From an optimization exercise on the open Yosys and OpenROAD flow, aimed at small area, a short achievable clock period and few clock cycles per item; shortcuts taken in it are not production practice.
The RTL was checked by simulation tests, not by an equivalence proof against the original design.
Power is estimated from default activity; no workload was simulated.

==> 04-08: inputs <==
==> flow/design.v <==
`timescale 1ns/1ps
`default_nettype none
package fetch_pkg;
	localparam int DATA_WIDTH      = 16;
	localparam int N_CHANNELS      = 16;
	localparam int COMMIT_ID_WIDTH = 6;
	typedef logic signed [DATA_WIDTH - 1 : 0] data_t;
	typedef logic [3 : 0] chan_addr_t;
	typedef logic [COMMIT_ID_WIDTH - 1 : 0] commit_id_t;
	typedef logic [7 : 0] tag_t;
	localparam chan_addr_t SRC_REG0    = 4'd0;
	localparam chan_addr_t SRC_REG1    = 4'd1;
	localparam chan_addr_t SRC_QUARTER = 4'd3;
	localparam chan_addr_t SRC_HALF    = 4'd4;
	localparam data_t SCALE_QUARTER = data_t'({2'b01, {(DATA_WIDTH - 2){1'b0}}});
	localparam data_t SCALE_HALF    = data_t'({1'b1, {(DATA_WIDTH - 1){1'b0}}});
	typedef struct packed {
		logic       needed;
		logic       is_reg;
		chan_addr_t src;
	} operand_sel_t;
	typedef struct packed {
		tag_t         tag;
		chan_addr_t   dest;
		logic         writes_channel;
		data_t        register_0;
		data_t        register_1;
		operand_sel_t op_a;
		operand_sel_t op_b;
		operand_sel_t op_c;
	} instr_t;
	typedef struct packed {
		instr_t     instr;
		commit_id_t commit_id;
		data_t      arg_a;
		data_t      arg_b;
		data_t      arg_c;
	} stage_word_t;
	typedef struct packed {
		tag_t       tag;
		chan_addr_t dest;
		logic       writes_channel;
		commit_id_t commit_id;
		data_t      arg_a;
		data_t      arg_b;
		data_t      arg_c;
	} fetched_t;
	typedef struct packed {
		logic       valid;
		chan_addr_t addr;
		data_t      value;
	} chan_write_t;
	typedef enum logic {
		FETCH_IDLE,
		FETCH_BUSY
	} fetch_state_t;
endpackage
`default_nettype wire
`timescale 1ns/1ps
`default_nettype none
module operand_fetch_top
(
	input  wire          clk,
	input  wire          reset,
	input  wire          in_valid,
	output logic         in_ready,
	input  wire  [7:0]   in_tag,
	input  wire  [3:0]   in_dest,
	input  wire          in_writes_channel,
	input  wire  [15:0]  in_register_0,
	input  wire  [15:0]  in_register_1,
	input  wire  [5:0]   in_op_a,
	input  wire  [5:0]   in_op_b,
	input  wire  [5:0]   in_op_c,
	output logic         out_valid,
	input  wire          out_ready,
	output logic [7:0]   out_tag,
	output logic [3:0]   out_dest,
	output logic         out_writes_channel,
	output logic [5:0]   out_commit_id,
	output logic [15:0]  out_arg_a,
	output logic [15:0]  out_arg_b,
	output logic [15:0]  out_arg_c,
	input  wire          chan_write_valid,
	input  wire  [3:0]   chan_write_addr,
	input  wire  [15:0]  chan_write_value
);
	logic [15:0] chan [16];    
	logic [3:0]  wq   [3];     
	logic [2:0]  outs;         
	logic [5:0]  commit;       
	logic        occ;          
	logic [15:0] val  [3];
	logic [2:0]  wait_t [3];   
	logic        cwv;
	logic [5:0]  sel [3];
	logic [15:0] rd_t [3];
	logic [15:0] in_val [3];
	logic [2:0]  in_wait [3];
	logic [2:0]  in_fwd;
	logic        free;
	logic        take;
	logic        issue;
	logic        out_fire;
	logic [2:0]  outs_dn;      
	assign cwv = chan_write_valid;
	assign sel[0] = in_op_a;
	assign sel[1] = in_op_b;
	assign sel[2] = in_op_c;
	logic ready_now;
	logic ready_wb;
	logic ready_now_d;
	logic ready_wb_d;
	logic free_now;
	logic free_wb;
	logic in_ready_now;
	assign out_valid = cwv ? ready_wb : ready_now;
	assign out_fire  = out_valid & out_ready;
	assign out_arg_a = wait_t[0][0] ? chan_write_value : val[0];
	assign out_arg_b = wait_t[1][0] ? chan_write_value : val[1];
	assign out_arg_c = wait_t[2][0] ? chan_write_value : val[2];
	assign free_now     = ~occ | (out_ready & ready_now);
	assign free_wb      = ~occ | (out_ready & ready_wb);
	assign in_ready_now = free_now & ~(in_writes_channel & outs[2]);
	assign free         = cwv ? free_wb : free_now;
	assign in_ready     = cwv ? free_wb : in_ready_now;
	assign take     = in_valid & in_ready;
	assign issue    = take & in_writes_channel;
	always_comb begin
		for (int k = 0; k < 3; k++) begin
			logic [15:0] m [4];
			for (int j = 0; j < 4; j++)
				case (sel[k][1:0])
					2'd0: m[j] = chan[4*j];
					2'd1: m[j] = chan[4*j+1];
					2'd2: m[j] = chan[4*j+2];
					default: m[j] = chan[4*j+3];
				endcase
			case (sel[k][3:2])
				2'd0: rd_t[k] = m[0];
				2'd1: rd_t[k] = m[1];
				2'd2: rd_t[k] = m[2];
				default: rd_t[k] = m[3];
			endcase
		end
	end
	always_comb begin
		for (int k = 0; k < 3; k++) begin
			logic [3:0] src;
			logic [2:0] p;     
			src = sel[k][3:0];
			p   = 3'b000;
			for (int i = 0; i < 3; i++)
				if (outs[i] && wq[i] == src)
					p = 3'((2 << i) - 1);
			in_val[k]  = '0;
			in_wait[k] = '0;
			in_fwd[k]  = 1'b0;
			if (sel[k][5]) begin
				if (sel[k][4]) begin
					case (src)
						4'd0:    in_val[k] = in_register_0;
						4'd1:    in_val[k] = in_register_1;
						4'd3:    in_val[k] = 16'h4000;
						4'd4:    in_val[k] = 16'h8000;
						default: in_val[k] = '0;
					endcase
				end else begin
					in_val[k]  = rd_t[k];
					in_fwd[k]  = cwv & p[0] & ~p[1];
					in_wait[k] = cwv ? (p >> 1) : p;
				end
			end
		end
	end
	always_ff @(posedge clk) begin
		if (reset)
			occ <= 1'b0;
		else if (take)
			occ <= 1'b1;
		else if (out_fire)
			occ <= 1'b0;
	end
	always_comb begin
		logic [2:0] w0;
		logic [2:0] w1;
		for (int k = 0; k < 3; k++) begin
			w0[k] = free ? in_wait[k][0] : (cwv ? wait_t[k][1] : wait_t[k][0]);
			w1[k] = free ? in_wait[k][1] : (cwv ? wait_t[k][2] : wait_t[k][1]);
		end
		ready_now_d = ~(|w0);
		ready_wb_d  = ~(|w1);
	end
	always_ff @(posedge clk) begin
		if (reset) begin
			ready_now <= 1'b0;
			ready_wb  <= 1'b0;
		end else if (take) begin
			ready_now <= ready_now_d;
			ready_wb  <= ready_wb_d;
		end else if (out_fire) begin
			ready_now <= 1'b0;
			ready_wb  <= 1'b0;
		end else begin
			ready_now <= ready_now_d & occ;
			ready_wb  <= ready_wb_d & occ;
		end
	end
	always_ff @(posedge clk) begin
		if (free) begin
			out_tag            <= in_tag;
			out_dest           <= in_dest;
			out_writes_channel <= in_writes_channel;
			out_commit_id      <= commit;
		end
	end
	always_ff @(posedge clk) begin
		for (int k = 0; k < 3; k++) begin
			if (free)
				wait_t[k] <= in_wait[k];
			else if (cwv)
				wait_t[k] <= wait_t[k] >> 1;
			if (free ? in_fwd[k] : (cwv & wait_t[k][0] & ~wait_t[k][1]))
				val[k] <= chan_write_value;
			else if (free)
				val[k] <= in_val[k];
		end
	end
	assign outs_dn = cwv ? (outs >> 1) : outs;
	always_ff @(posedge clk) begin
		if (reset) begin
			outs   <= '0;
			commit <= '0;
		end else begin
			outs   <= issue ? {outs_dn[1:0], 1'b1} : outs_dn;
			commit <= commit + 6'(issue);
		end
	end
	always_ff @(posedge clk) begin
		for (int i = 0; i < 3; i++) begin
			if (issue && (i == 0 ? ~outs_dn[0] : (outs_dn[i - 1] & ~outs_dn[i])))
				wq[i] <= in_dest;
			else if (cwv && i < 2)
				wq[i] <= wq[i + 1];
		end
	end
	logic [15:0] wr_data;
	assign wr_data = chan_write_value & {16{~reset}};
	always_ff @(posedge clk) begin
		for (int c = 0; c < 16; c++)
			if (reset || (cwv && chan_write_addr == 4'(c)))
				chan[c] <= wr_data;
	end
endmodule
`default_nettype wire
==> flow/flow/run.sh <==
#!/bin/bash
# Standard layout with small port buffers and a lighter clock tree.
set -e
cat >> config.mk <<'EOM'
export BUFFER_PORTS_ARGS = -buffer_cell sky130_fd_sc_hd__buf_1
export CTS_ARGS = -sink_clustering_enable -repair_clock_nets -sink_clustering_size 24 -sink_clustering_max_diameter 60 -buf_list sky130_fd_sc_hd__clkbuf_16 -dont_use_dummy_load
EOM
bash standard.sh > standard.log 2>&1
==> flow/standard.sh <==
#!/bin/bash
# synth_recipe.tcl (not shown) runs the flow's synth.tcl, then flattens the netlist and writes it again
# the make line also repeats each setting of config.mk as NAME=value (left out here)
make -C /OpenROAD-flow-scripts/flow DESIGN_CONFIG=/design/flow/config.mk WORK_HOME=/design/flow/orfs CLKGATE_MAP_FILE= SYNTH_SCRIPT=/design/flow/synth_recipe.tcl "${@:-finish}"
==> flow/config.mk <==
export PLATFORM = sky130hd
export DESIGN_NAME = operand_fetch_top
export DESIGN_NICKNAME = operand_fetch_top
export VERILOG_FILES = /design/flow/design.v
export SDC_FILE = /design/flow/constraint.sdc
export NUM_CORES = 4
export LEC_CHECK = 0
export CAP_MARGIN = 20
export CORE_MARGIN = 2
export CORE_UTILIZATION = 45
export SETUP_SLACK_MARGIN = 2.5
export SLEW_MARGIN = 20
export BUFFER_PORTS_ARGS = -buffer_cell sky130_fd_sc_hd__buf_1
export CTS_ARGS = -sink_clustering_enable -repair_clock_nets -sink_clustering_size 24 -sink_clustering_max_diameter 60 -buf_list sky130_fd_sc_hd__clkbuf_16 -dont_use_dummy_load
==> flow/constraint.sdc <==
create_clock -name core_clock -period 5.0 [get_ports {clk}]
set_input_delay 1.0000 -clock core_clock [delete_from_list [all_inputs] [get_ports {clk}]]
set_output_delay 1.0000 -clock core_clock [all_outputs]
set_load 0.01 [all_outputs]
==> 07-26: changes against 04-08 <==
--- a/flow/design.v
+++ b/flow/design.v
@@ -111,2 +111,4 @@
 	logic ready_wb;
+	logic ready_open;
+	logic empty_open;
 	logic ready_now_d;
@@ -115,3 +117,2 @@
 	logic free_wb;
-	logic in_ready_now;
 	assign out_valid = cwv ? ready_wb : ready_now;
@@ -121,7 +122,6 @@
 	assign out_arg_c = wait_t[2][0] ? chan_write_value : val[2];
-	assign free_now     = ~occ | (out_ready & ready_now);
-	assign free_wb      = ~occ | (out_ready & ready_wb);
-	assign in_ready_now = free_now & ~(in_writes_channel & outs[2]);
-	assign free         = cwv ? free_wb : free_now;
-	assign in_ready     = cwv ? free_wb : in_ready_now;
+	assign free_now = ~occ | (out_ready & ready_now);
+	assign free_wb  = ~occ | (out_ready & ready_wb);
+	assign free     = cwv ? free_wb : free_now;
+	assign in_ready = cwv ? free_wb : (empty_open | (out_ready & ready_open));
 	assign take     = in_valid & in_ready;
@@ -193,15 +193,17 @@
 	end
+	logic occ_d;
+	logic full_d;
+	assign occ_d  = take | (occ & ~out_fire);
+	assign full_d = issue ? outs_dn[1] : outs_dn[2];
 	always_ff @(posedge clk) begin
 		if (reset) begin
-			ready_now <= 1'b0;
-			ready_wb  <= 1'b0;
-		end else if (take) begin
-			ready_now <= ready_now_d;
-			ready_wb  <= ready_wb_d;
-		end else if (out_fire) begin
-			ready_now <= 1'b0;
-			ready_wb  <= 1'b0;
+			ready_now  <= 1'b0;
+			ready_wb   <= 1'b0;
+			ready_open <= 1'b0;
+			empty_open <= 1'b1;
 		end else begin
-			ready_now <= ready_now_d & occ;
-			ready_wb  <= ready_wb_d & occ;
+			ready_now  <= occ_d & ready_now_d;
+			ready_wb   <= occ_d & ready_wb_d;
+			ready_open <= occ_d & ready_now_d & ~full_d;
+			empty_open <= ~occ_d & ~full_d;
 		end
==> flow/flow/run.sh (replaced) <==
#!/bin/bash
# Standard layout with small port buffers and a lighter clock tree.
set -e
cat >> config.mk <<'EOM'
export BUFFER_PORTS_ARGS = -buffer_cell sky130_fd_sc_hd__buf_1
export CTS_ARGS = -sink_clustering_enable -repair_clock_nets -sink_clustering_size 26 -sink_clustering_max_diameter 100 -buf_list sky130_fd_sc_hd__clkbuf_16 -dont_use_dummy_load
EOM
bash standard.sh > standard.log 2>&1
CTS_ARGS = -sink_clustering_enable -repair_clock_nets -sink_clustering_size 26 -sink_clustering_max_diameter 100 -buf_list sky130_fd_sc_hd__clkbuf_16 -dont_use_dummy_load   (was -sink_clustering_enable -repair_clock_nets -sink_clustering_size 24 -sink_clustering_max_diameter 60 -buf_list sky130_fd_sc_hd__clkbuf_16 -dont_use_dummy_load)
SETUP_SLACK_MARGIN = 2.8   (was 2.5)
==> 04-16: changes against 04-08 <==
--- a/flow/design.v
+++ b/flow/design.v
@@ -90,3 +90,2 @@
 	logic [2:0]  outs;         
-	logic [5:0]  commit;       
 	logic        occ;          
@@ -116,3 +115,3 @@
 	logic in_ready_now;
-	assign out_valid = cwv ? ready_wb : ready_now;
+	assign out_valid = ready_now | (cwv & ready_wb);
 	assign out_fire  = out_valid & out_ready;
@@ -124,4 +123,4 @@
 	assign in_ready_now = free_now & ~(in_writes_channel & outs[2]);
-	assign free         = cwv ? free_wb : free_now;
-	assign in_ready     = cwv ? free_wb : in_ready_now;
+	assign free         = free_now | (cwv & free_wb);
+	assign in_ready     = in_ready_now | (cwv & free_wb);
 	assign take     = in_valid & in_ready;
@@ -213,3 +212,2 @@
 			out_writes_channel <= in_writes_channel;
-			out_commit_id      <= commit;
 		end
@@ -232,7 +230,11 @@
 			outs   <= '0;
-			commit <= '0;
 		end else begin
 			outs   <= issue ? {outs_dn[1:0], 1'b1} : outs_dn;
-			commit <= commit + 6'(issue);
-		end
+		end
+	end
+	always_ff @(posedge clk) begin
+		if (reset)
+			out_commit_id <= '0;
+		else if (out_fire && out_writes_channel)
+			out_commit_id <= out_commit_id + 6'd1;
 	end
==> flow/flow/run.sh (replaced) <==
#!/bin/bash
# Standard layout with small port buffers and a lighter clock tree.
set -e
cat >> config.mk <<'EOM'
export BUFFER_PORTS_ARGS = -buffer_cell sky130_fd_sc_hd__buf_1
export CTS_ARGS = -sink_clustering_enable -repair_clock_nets -sink_clustering_size 24 -sink_clustering_max_diameter 80 -buf_list sky130_fd_sc_hd__clkbuf_16 -dont_use_dummy_load
EOM
bash standard.sh > standard.log 2>&1
CORE_UTILIZATION = 55   (was 45)
CTS_ARGS = -sink_clustering_enable -repair_clock_nets -sink_clustering_size 24 -sink_clustering_max_diameter 80 -buf_list sky130_fd_sc_hd__clkbuf_16 -dont_use_dummy_load   (was -sink_clustering_enable -repair_clock_nets -sink_clustering_size 24 -sink_clustering_max_diameter 60 -buf_list sky130_fd_sc_hd__clkbuf_16 -dont_use_dummy_load)
PLACE_DENSITY = 0.72   (was not set)
SETUP_SLACK_MARGIN = 2.3   (was 2.5)
==> impl_results.html <==
<table>
<tr><th>Metric</th><th>Value</th></tr>
<tr><th colspan="2">Pwr</th></tr>
<tr><td>Overall power</td><td>6.601 mW</td></tr>
<tr><td>Fraction of power consumed by the clock network</td><td>23.2%</td></tr>
<tr><th colspan="2">Floorplanning</th></tr>
<tr><td>Tapcells inserted</td><td>461</td></tr>
<tr><td>Die width</td><td>194.8 µm</td></tr>
<tr><th colspan="2">Logic synthesis</th></tr>
<tr><td>Synth Cell Area</td><td>20020 µm²</td></tr>
<tr><td>Average footprint of a synthesized cell</td><td>15.20 µm²</td></tr>
<tr><td>Post-Synthesis Net Count</td><td>1406</td></tr>
<tr><th colspan="2">Finish</th></tr>
<tr><td>Number of fillers in the final layout</td><td>2562</td></tr>
<tr><td>Seq cells</td><td>350</td></tr>
<tr><td>Final cell count without fillers</td><td>1895</td></tr>
<tr><td>Multi-input logic portion of the cell area</td><td>42.09%</td></tr>
<tr><th colspan="2">Run status</th></tr>
<tr><td>Outcome</td><td>no timing/DRC/antenna violations</td></tr>
<tr><th colspan="2">Critical path</th></tr>
<tr><td>Worst setup path start</td><td>in_op_b[1]</td></tr>
<tr><td>CP Capture Point</td><td>val[1][15]</td></tr>
<tr><th colspan="2">GRT</th></tr>
<tr><td>Met1 Resource Use GR</td><td>44.73%</td></tr>
<tr><th colspan="2">Route</th></tr>
<tr><td>Top routing layer in use</td><td>met5</td></tr>
<tr><th colspan="2">Place</th></tr>
<tr><td>Pre-CTS worst setup slack</td><td>1.264 ns</td></tr>
<tr><th colspan="2">Clocking</th></tr>
<tr><td>Clk sinks</td><td>350</td></tr>
</table>
That was 04-16.
==> impl_results.html <==
<table>
<tr><th>Metric</th><th>Value</th></tr>
<tr><th colspan="2">Route</th></tr>
<tr><td>Top routing layer in use</td><td>met4</td></tr>
<tr><th colspan="2">Run status</th></tr>
<tr><td>Outcome</td><td>no timing/DRC/antenna violations</td></tr>
<tr><th colspan="2">Clocking</th></tr>
<tr><td>Clk sinks</td><td>358</td></tr>
<tr><th colspan="2">Critical path</th></tr>
<tr><td>CP Capture Point</td><td>in_ready</td></tr>
<tr><th colspan="2">Pwr</th></tr>
<tr><td>Overall power</td><td>7.227 mW</td></tr>
<tr><th colspan="2">Logic synthesis</th></tr>
<tr><td>Synth Cell Area</td><td>20070 µm²</td></tr>
<tr><td>Average footprint of a synthesized cell</td><td>14.33 µm²</td></tr>
<tr><th colspan="2">Place</th></tr>
<tr><td>Pre-CTS worst setup slack</td><td>1.120 ns</td></tr>
<tr><th colspan="2">Finish</th></tr>
<tr><td>Seq cells</td><td>358</td></tr>
<tr><td>Multi-input logic portion of the cell area</td><td>41.69%</td></tr>
<tr><th colspan="2">GRT</th></tr>
<tr><td>Met1 Resource Use GR</td><td>42.85%</td></tr>
<tr><th colspan="2">Floorplanning</th></tr>
<tr><td>Tapcells inserted</td><td>592</td></tr>
<tr><td>Die width</td><td>215.2 µm</td></tr>
</table>
That was 07-26.
==> impl_results.html <==
<table>
<tr><th>Metric</th><th>Value</th></tr>
<tr><th colspan="2">Pwr</th></tr>
<tr><td>Fraction of power consumed by the clock network</td><td>28.8%</td></tr>
<tr><td>Overall power</td><td>7.300 mW</td></tr>
<tr><th colspan="2">Finish</th></tr>
<tr><td>Seq cells</td><td>356</td></tr>
<tr><td>Final cell count without fillers</td><td>2160</td></tr>
<tr><th colspan="2">Critical path</th></tr>
<tr><td>Worst setup path start</td><td>chan_write_valid</td></tr>
<tr><td>CP Capture Point</td><td>in_ready</td></tr>
<tr><th colspan="2">Run status</th></tr>
<tr><td>Outcome</td><td>no timing/DRC/antenna violations</td></tr>
<tr><th colspan="2">Floorplanning</th></tr>
<tr><td>Die width</td><td>216.6 µm</td></tr>
<tr><td>Tapcells inserted</td><td>592</td></tr>
<tr><th colspan="2">Logic synthesis</th></tr>
<tr><td>Synth Cell Area</td><td>20340 µm²</td></tr>
<tr><td>Average footprint of a synthesized cell</td><td>14.42 µm²</td></tr>
<tr><th colspan="2">Clocking</th></tr>
<tr><td>Clk sinks</td><td>356</td></tr>
<tr><th colspan="2">Place</th></tr>
<tr><td>Pre-CTS worst setup slack</td><td>1.328 ns</td></tr>
<tr><th colspan="2">GRT</th></tr>
<tr><td>Met1 Resource Use GR</td><td>38.15%</td></tr>
</table>
That was 04-08.
Testbench counts of 04-08, summed over its fixed seeds: cycles 20,173, items 16,000.
Testbench counts of 07-26, summed over its fixed seeds: cycles 20,239, items 16,000.
Testbench counts of 04-16, summed over its fixed seeds: cycles 20,173, items 16,000.

[re-timing with driven ports]
How much do the figures lean on ideal ports? The routed layouts below were timed once more, with nothing changed but the port constraints. Step 1 (the two cells are an assumption about what drives the block):
set clk [get_ports {clk}]
set_driving_cell -lib_cell sky130_fd_sc_hd__clkbuf_16 $clk
set_driving_cell -lib_cell sky130_fd_sc_hd__buf_2 [delete_from_list [all_inputs] $clk]
Step 2 moves the port delays by t, midway between the first and last clock arrival at a register: inputs arrive t later, outputs are due t later. That takes back most of the time a late clock gives input paths. a / b / c = no drivers / after step 1 / after step 2; a / b = the first two.
| run | shift t [ns] | setup WS [ns] | hold slack, ns | clock arrival spread, ns |
|---|---|---|---|---|
| 04-08 | 0.647 | 2.228 / 2.176 / 1.718 | 0.449 / 0.449 / 0.449 | 0.051 / 0.051 |
| 07-26 | 0.593 | 2.102 / 2.052 / 1.681 | 0.467 / 0.467 / 0.467 | 0.061 / 0.061 |
| 04-16 | 0.571 | 2.173 / 2.193 / 1.622 | 0.495 / 0.495 / 0.495 | 0.032 / 0.032 |
After both steps every run listed still meets setup and hold. The setup slack of 04-16, which loses most, moves by +0.020 ns with the drivers and by -0.551 ns with both steps.
